Background: an optimization exercise with open tools, aiming at small area and a short achievable clock period. Do not read the settings as production practice. Only simulation tests tie the RTL to the original design; equivalence was not proved. Power is estimated from default activity; no workload was simulated.

==> flow/design.v <==
`default_nettype none
package tcp_rx_pkg;
    localparam int data_bytes = 8;
    typedef logic [8*data_bytes-1:0] beat_t;
    localparam logic [15:0] ethertype_ipv4    = 16'h0800;
    localparam logic [7:0]  ip_proto_tcp      = 8'd6;
    localparam logic [3:0]  ipv4_ihl          = 4'd5;
    localparam int          eth_hdr_bytes     = 14;
    localparam int          ip_hdr_bytes      = 20;
    localparam int          tcp_min_hdr_bytes = 20;
    localparam int flag_fin = 0;
    localparam int flag_syn = 1;
    localparam int flag_rst = 2;
    localparam int flag_ack = 4;
    typedef struct packed {
        logic [31:0] src_mac_tail;
        logic [15:0] ethertype;
        logic [3:0]  version;
        logic [3:0]  ihl;
        logic [7:0]  tos;
    } hdr_b1_t;
    typedef struct packed {
        logic [15:0] total_len;
        logic [15:0] ident;
        logic [15:0] frag;
        logic [7:0]  ttl;
        logic [7:0]  protocol;
    } hdr_b2_t;
    typedef struct packed {
        logic [15:0] ip_csum;
        logic [31:0] src_ip;
        logic [15:0] dst_ip_head;
    } hdr_b3_t;
    typedef struct packed {
        logic [15:0] dst_ip_tail;
        logic [15:0] src_port;
        logic [15:0] dst_port;
        logic [15:0] seq_head;
    } hdr_b4_t;
    typedef struct packed {
        logic [15:0] seq_tail;
        logic [31:0] ack_num;
        logic [3:0]  data_off;
        logic [3:0]  rsvd;
        logic [7:0]  flags;
    } hdr_b5_t;
    typedef union packed {
        hdr_b1_t b1;
        hdr_b2_t b2;
        hdr_b3_t b3;
        hdr_b4_t b4;
        hdr_b5_t b5;
    } hdr_beat_t;
endpackage
`default_nettype wire
`default_nettype none
module tcp_rx_top #(
    parameter logic [47:0] board_mac  = 48'h02_00_c0_a8_0a_0a,
    parameter logic [15:0] local_port = 16'h0024
) (
    input  wire                                 aclk,
    input  wire                                 areset,
    input  wire tcp_rx_pkg::beat_t              in_tdata,
    input  wire [tcp_rx_pkg::data_bytes-1:0]    in_tkeep,
    input  wire                                 in_tvalid,
    input  wire                                 in_tlast,
    output logic                                in_tready,
    input  wire                                 established,
    input  wire [31:0]                          expected_seq,
    output tcp_rx_pkg::beat_t                   out_tdata,
    output logic [tcp_rx_pkg::data_bytes-1:0]   out_tkeep,
    output logic                                out_tlast,
    output logic                                out_tvalid,
    input  wire                                 out_tready,
    output logic                                seg_valid,
    output logic                                seg_syn,
    output logic                                seg_fin,
    output logic                                seg_ack,
    output logic                                seg_rst,
    output logic [31:0]                         seg_seq,
    output logic [31:0]                         seg_ack_num,
    output logic [47:0]                         peer_mac,
    output logic [31:0]                         peer_ip,
    output logic [15:0]                         peer_port,
    output logic [15:0]                         peer_window,
    output logic [15:0]                         seg_payload_len
);
    function automatic logic [7:0] lane(input logic [63:0] d, input int i);
        lane = d[8*i +: 8];
    endfunction
    logic        can_load;
    logic        fire;
    logic [2:0]  bc;         
    logic        hdr_ok;     
    logic [15:0] len_q;      
    logic [2:0]  t_lo;       
    logic [12:0] q;          
    logic [15:0] tq;         
    logic        act;        
    logic        pre;        
    logic [2:0]  sc;         
    logic        m0;         
    logic        flush_q;
    logic [47:0] prev_q;     
    logic [2:0]  kc;         
    assign can_load  = !out_tvalid || out_tready;
    assign in_tready = can_load;
    assign fire      = in_tvalid && can_load;
    logic [3:0]  doff;
    logic [7:0]  flags;
    logic        mac_ok, type_ok, proto_ok, port_ok;
    logic        seq_ok, len_ok;
    logic        accept;
    logic [15:0] tl_in;
    assign doff  = in_tdata[55:52];
    assign tl_in = {lane(in_tdata, 0), lane(in_tdata, 1)};
    assign flags = lane(in_tdata, 7);
    assign mac_ok   = {lane(in_tdata, 0), lane(in_tdata, 1), lane(in_tdata, 2),
                       lane(in_tdata, 3), lane(in_tdata, 4), lane(in_tdata, 5)} == board_mac;
    assign type_ok  = {lane(in_tdata, 4), lane(in_tdata, 5)} == tcp_rx_pkg::ethertype_ipv4
                      && in_tdata[51:48] == tcp_rx_pkg::ipv4_ihl;
    assign proto_ok = lane(in_tdata, 7) == tcp_rx_pkg::ip_proto_tcp;
    assign port_ok  = {lane(in_tdata, 4), lane(in_tdata, 5)} == local_port;
    assign seq_ok   = {seg_seq[31:16], lane(in_tdata, 0), lane(in_tdata, 1)} == expected_seq;
    assign tq       = {q, len_q[2:0]};
    assign len_ok   = (tq[15:7] != '0 || tq[6:0] > {1'b0, doff, 2'b00} + 7'd4) && tq < 16'd65506;
    assign accept = hdr_ok && established && flags[tcp_rx_pkg::flag_ack]
                    && !flags[tcp_rx_pkg::flag_fin] && doff >= 4'd5 && seq_ok && len_ok;
    logic [2:0]  ll;         
    logic        wend;       
    logic [7:0]  hmask;
    logic [7:0]  v;          
    logic [2:0]  e;          
    logic [2:0]  diff;       
    logic        sp;         
    logic        fl;         
    logic        skip;
    logic        seg_end;
    logic        lw;
    assign t_lo  = {len_q[2] ^ ~m0, len_q[1:0]};
    assign ll    = t_lo + 3'd5;
    assign wend  = q[12:2] == '0 && q[1:0] == ((t_lo >= 3'd3) ? 2'd1 : 2'd2);
    always_comb begin
        for (int i = 0; i < 8; i++) begin
            hmask[i] = !wend || (3'(i) <= ll);
        end
    end
    assign v = in_tkeep & hmask;
    assign e[0] = ~v[1] | (v[2] & ~v[3]) | (v[4] & ~v[5]) | (v[6] & ~v[7]);
    assign e[1] = (v[1] & ~v[3]) | (v[5] & ~v[7]);
    assign e[2] = v[3] & ~v[7];
    assign diff = e + {~m0, 2'b10};
    assign sp   = m0 ? v[6] : v[2];
    assign fl   = m0 ? v[5] : v[1];
    assign skip = pre && sc != 3'd0;
    assign seg_end = pre ? (sp && (wend || in_tlast)) : (wend || in_tlast);
    assign lw      = act && !skip && (seg_end || (!pre && fl));
    always_ff @(posedge aclk) begin
        if (areset) begin
            bc         <= '0;
            seg_valid  <= 1'b0;
            out_tvalid <= 1'b0;
            flush_q    <= 1'b0;
            act        <= 1'b0;
        end else begin
            seg_valid  <= fire && in_tlast && bc[2] && bc[1] && hdr_ok;
            out_tvalid <= !can_load || flush_q || (in_tvalid && lw);
            if (can_load) begin
                flush_q <= in_tvalid && act && !pre && seg_end && sp;
            end
            if (fire) begin
                if (in_tlast) begin
                    bc <= '0;
                end else if (bc != 3'd7) begin
                    bc <= bc + 3'd1;
                end
                if (bc == 3'd5) begin
                    act <= accept && !in_tlast;
                end else if (in_tlast || (!skip && seg_end)) begin
                    act <= 1'b0;
                end
            end
        end
    end
    always_ff @(posedge aclk) begin
        if (bc == 3'd2) begin
            q <= tl_in[15:3];
        end else if (fire) begin
            q <= q - 13'd1;
        end
        if (fire) begin
            prev_q <= in_tdata[63:16];
            if (bc == 3'd5) begin
                pre <= 1'b1;
                sc  <= doff[3:1] - 3'd2;
            end else if (act && pre) begin
                if (sc == 3'd0) begin
                    pre <= 1'b0;
                end else begin
                    sc <= sc - 3'd1;
                end
            end else if (act && seg_end && sp) begin
                sc <= diff;
            end
        end
        if (can_load) begin
            if (pre) begin
                out_tdata <= m0 ? {in_tdata[47:0], in_tdata[63:48]} : {in_tdata[15:0], in_tdata[63:16]};
            end else begin
                out_tdata <= m0 ? {in_tdata[47:0], prev_q[47:32]} : {in_tdata[15:0], prev_q};
            end
            out_tlast <= flush_q || (seg_end && !(!pre && sp));
            kc        <= flush_q ? sc : ((!pre && fl) ? 3'd0 : diff);
        end
    end
    always_comb begin
        for (int i = 0; i < 8; i++) begin
            out_tkeep[i] = i == 0 || kc == 3'd0 || 3'(i) < kc;
        end
    end
    always_ff @(posedge aclk) begin
        if (in_tvalid) begin
            case (bc)
                3'd0: hdr_ok <= mac_ok;
                3'd1: hdr_ok <= hdr_ok && type_ok;
                3'd2: hdr_ok <= hdr_ok && proto_ok;
                3'd4: hdr_ok <= hdr_ok && port_ok;
                default: begin
                end
            endcase
        end
        case (bc)
            3'd0: begin
                peer_mac[47:32] <= {lane(in_tdata, 6), lane(in_tdata, 7)};
            end
            3'd1: begin
                peer_mac[31:0] <= {lane(in_tdata, 0), lane(in_tdata, 1),
                                   lane(in_tdata, 2), lane(in_tdata, 3)};
            end
            3'd3: begin
                peer_ip <= {lane(in_tdata, 2), lane(in_tdata, 3),
                            lane(in_tdata, 4), lane(in_tdata, 5)};
            end
            3'd4: begin
                peer_port      <= {lane(in_tdata, 2), lane(in_tdata, 3)};
                seg_seq[31:16] <= {lane(in_tdata, 6), lane(in_tdata, 7)};
            end
            3'd5: begin
                seg_seq[15:0] <= {lane(in_tdata, 0), lane(in_tdata, 1)};
                seg_ack_num   <= {lane(in_tdata, 2), lane(in_tdata, 3),
                                  lane(in_tdata, 4), lane(in_tdata, 5)};
                seg_fin       <= flags[tcp_rx_pkg::flag_fin];
                seg_syn       <= flags[tcp_rx_pkg::flag_syn];
                seg_rst       <= flags[tcp_rx_pkg::flag_rst];
                seg_ack       <= flags[tcp_rx_pkg::flag_ack];
                m0            <= doff[0];
            end
            3'd6: begin
                peer_window <= {lane(in_tdata, 0), lane(in_tdata, 1)};
            end
            default: begin
            end
        endcase
    end
    always_ff @(posedge aclk) begin
        if (bc == 3'd2) begin
            len_q[2:0] <= tl_in[2:0];
        end
        if (fire && bc == 3'd5) begin
            len_q[15:2] <= tq[15:2] + {10'h3ff, ~doff};
        end
    end
    assign seg_payload_len = len_q;
endmodule
`default_nettype wire
export LEC_CHECK = 0
export CAP_MARGIN = 20
export CORE_MARGIN = 2
export CORE_UTILIZATION = 40
export SLEW_MARGIN = 20
create_clock -name core_clock -period 10.5 [get_ports {aclk}]
standard.sh (not shown) runs the stock make flow with config.mk's settings and CLKGATE_MAP_FILE= SYNTH_SCRIPT=/design/flow/synth_recipe.tcl, a recipe that flattens the netlist after the stock synthesis.
==> flow/flow/run.sh <==
#!/bin/bash
# The standard ORFS layout (standard.sh), with these changes:
#  - synthesis leaves adders to ABC (no ADDER_MAP_FILE); registers are unchanged;
#  - after floorplanning, the combinational logic is resynthesized for area
#    (restructure.tcl) and in_tready gets a gate of its own (in_tready.tcl);
#  - port buffers are buf_1 (the resizer may upsize them) instead of the
#    resizer's default pick;
#  - clock tree: clkbuf_4 buffers, small clusters, no dummy load cells.
# Each tool's output is in orfs/logs/; make's own output goes to standard_flow.log.
set -euo pipefail
here=$(pwd)
mkdir -p "$here/restructure"
export FLOW_FLOW_DIR="$here/flow"
export RESTRUCTURE_WORK_DIR="$here/restructure"
export ADDER_MAP_FILE=
export POST_FLOORPLAN_TCL="$here/flow/restructure.tcl"
export BUFFER_PORTS_ARGS="-buffer_cell sky130_fd_sc_hd__buf_1"
export SETUP_SLACK_MARGIN=6.0
export CTS_ARGS="-sink_clustering_enable -repair_clock_nets -dont_use_dummy_load -buf_list sky130_fd_sc_hd__clkbuf_4 -sink_clustering_size 9 -sink_clustering_max_diameter 60"
bash standard.sh > standard_flow.log 2>&1
==> flow/flow/restructure.tcl <==
# After floorplanning: resynthesize the combinational logic for area with
# OpenROAD's restructure (ABC), registers untouched; then give in_tready its
# own gate (in_tready.tcl), which the restructure would otherwise merge away.
set_dont_use $::env(DONT_USE_CELLS)
report_design_area
restructure -target area -liberty_file $::env(LIB_FILES) \
  -tielo_port $::env(TIELO_CELL_AND_PORT) -tiehi_port $::env(TIEHI_CELL_AND_PORT) \
  -work_dir $::env(RESTRUCTURE_WORK_DIR) -abc_logfile $::env(RESTRUCTURE_WORK_DIR)/abc.log
report_design_area
source $::env(FLOW_FLOW_DIR)/in_tready.tcl
Other scripts of this flow, unchanged in this note and not shown: flow/flow/in_tready.tcl
==> next run, changes <==
--- a/flow/flow/run.sh
+++ b/flow/flow/run.sh
@@ -3,3 +2,0 @@
-#  - synthesis leaves adders to ABC (no ADDER_MAP_FILE); registers are unchanged;
-#  - after floorplanning, the combinational logic is resynthesized for area
-#    (restructure.tcl) and in_tready gets a gate of its own (in_tready.tcl);
@@ -7,0 +5,2 @@
+#  - before floorplanning, in_tready gets a gate of its own (in_tready.tcl);
+#  - adders are left to ABC (no ADDER_MAP_FILE), registers are unchanged;
@@ -12,5 +10,0 @@
-mkdir -p "$here/restructure"
-export FLOW_FLOW_DIR="$here/flow"
-export RESTRUCTURE_WORK_DIR="$here/restructure"
-export ADDER_MAP_FILE=
-export POST_FLOORPLAN_TCL="$here/flow/restructure.tcl"
@@ -18,0 +13,2 @@
+export PRE_FLOORPLAN_TCL="$here/flow/in_tready.tcl"
+export ADDER_MAP_FILE=
--- a/flow/config.mk
+++ b/flow/config.mk
@@ -8 +8 @@
-export CAP_MARGIN = 20
+export CAP_MARGIN = 5
@@ -11 +11 @@
-export SLEW_MARGIN = 20
+export SLEW_MARGIN = 5
removed: flow/flow/restructure.tcl
Result: Power came out lower by 0.59%. Global-route usage came out lower by 1.7 points. Sequential power hardly moves. Design area came out higher by 2.9%. Critical path depth stays the same. Core utilization came out higher by 1.3 points. Hold slack improved by 0.023 ns. Clock-buffer cell count came out lower by 3.
==> next run, changes <==
--- a/flow/config.mk
+++ b/flow/config.mk
@@ -8 +8,2 @@
-export CAP_MARGIN = 5
+export ABC_AREA = 1
+export CAP_MARGIN = 20
@@ -11 +12 @@
-export SLEW_MARGIN = 5
+export SLEW_MARGIN = 20
=> Worst setup slack gets worse by 0.013 ns; worst hold slack is worse by 0.059 ns; core utilization falls by 0.22 points; die area hardly moves; area after synthesis hardly moves; wire length climbs by a few percent; total power went up slightly; sequential cell count stays the same; critical path depth stays the same; first-iteration DRC count climbs by a few percent.
==> next run, changes <==
--- a/flow/flow/run.sh
+++ b/flow/flow/run.sh
@@ -5,3 +5 @@
-#  - before floorplanning, in_tready gets a gate of its own (in_tready.tcl);
-#  - adders are left to ABC (no ADDER_MAP_FILE), registers are unchanged;
-#  - clock tree: clkbuf_4 buffers, small clusters, no dummy load cells.
+#  - before floorplanning, in_tready gets a gate of its own (in_tready.tcl).
@@ -15 +12,0 @@
-export CTS_ARGS="-sink_clustering_enable -repair_clock_nets -dont_use_dummy_load -buf_list sky130_fd_sc_hd__clkbuf_4 -sink_clustering_size 9 -sink_clustering_max_diameter 60"
--- a/flow/config.mk
+++ b/flow/config.mk
@@ -8 +7,0 @@
-export ABC_AREA = 1
@@ -11,0 +11,3 @@
+export CTS_BUF_LIST = sky130_fd_sc_hd__clkbuf_4
+export CTS_CLUSTER_DIAMETER = 40
+export CTS_CLUSTER_SIZE = 10
Result: Register-to-register slack gains 0.42 ns. Setup slack gains 0.013 ns. Critical path depth does not change.
==> next run, changes <==
--- a/flow/flow/run.sh
+++ b/flow/flow/run.sh
@@ -5 +5,3 @@
-#  - before floorplanning, in_tready gets a gate of its own (in_tready.tcl).
+#  - before floorplanning, in_tready gets a gate of its own (in_tready.tcl);
+#  - adders are left to ABC (no ADDER_MAP_FILE), registers are unchanged;
+#  - clock tree: clkbuf_4 buffers, small clusters, no dummy load cells.
@@ -12,0 +15 @@
+export CTS_ARGS="-sink_clustering_enable -repair_clock_nets -dont_use_dummy_load -buf_list sky130_fd_sc_hd__clkbuf_4 -sink_clustering_size 9 -sink_clustering_max_diameter 60"
--- a/flow/config.mk
+++ b/flow/config.mk
@@ -11,3 +11 @@
-export CTS_BUF_LIST = sky130_fd_sc_hd__clkbuf_4
-export CTS_CLUSTER_DIAMETER = 40
-export CTS_CLUSTER_SIZE = 10
+export GPL_TIMING_DRIVEN = 0
=> Synthesized cell count is unchanged. First-iteration DRC count came out lower by 1.6%. Final area drops by 0.91%. Synthesized area is unchanged. Critical path depth stays the same. Power drops by 9.5%. Fmax hardly moves. Utilization is lower by 0.44 points. Global-route usage went up by 1.4 points. Via count went up by 1.4%.

==> separate check: timing with driven ports <==
In the flow no input, the clock included, has a driving cell. The finished layouts below were timed again as built, in two steps.
Step 1 (the two cells are an assumption about what drives the block):
set clk [get_ports {aclk}]
set_driving_cell -lib_cell sky130_fd_sc_hd__clkbuf_16 $clk
set_driving_cell -lib_cell sky130_fd_sc_hd__buf_2 [delete_from_list [all_inputs] $clk]
Step 2 moves the port delays by t, midway between the first and last clock arrival at a register: inputs arrive t later, outputs are due t later. That takes back most of the time a late clock gives input paths.
a / b / c = ideal ports / drivers / drivers and shift; a / b = the first two.
| run | t, ns | setup WS [ns] | worst slew at a driven data input, ns |
|---|---|---|---|
| the first run | 0.719 | 5.956 / 5.931 / 5.558 | 0.09 |
| the second run | 0.726 | 5.960 / 5.917 / 5.829 | 0.11 |
| the third run | 0.673 | 5.947 / 5.926 / 5.656 | 0.09 |
| the fourth run | 0.770 | 5.960 / 5.919 / 5.795 | 0.12 |
| the fifth run | 0.724 | 5.955 / 5.914 / 5.570 | 0.13 |
After both steps every run listed still meets setup and hold. For the first run, which loses most, drivers alone change the setup slack by -0.025 ns; drivers and shift together by -0.398 ns.
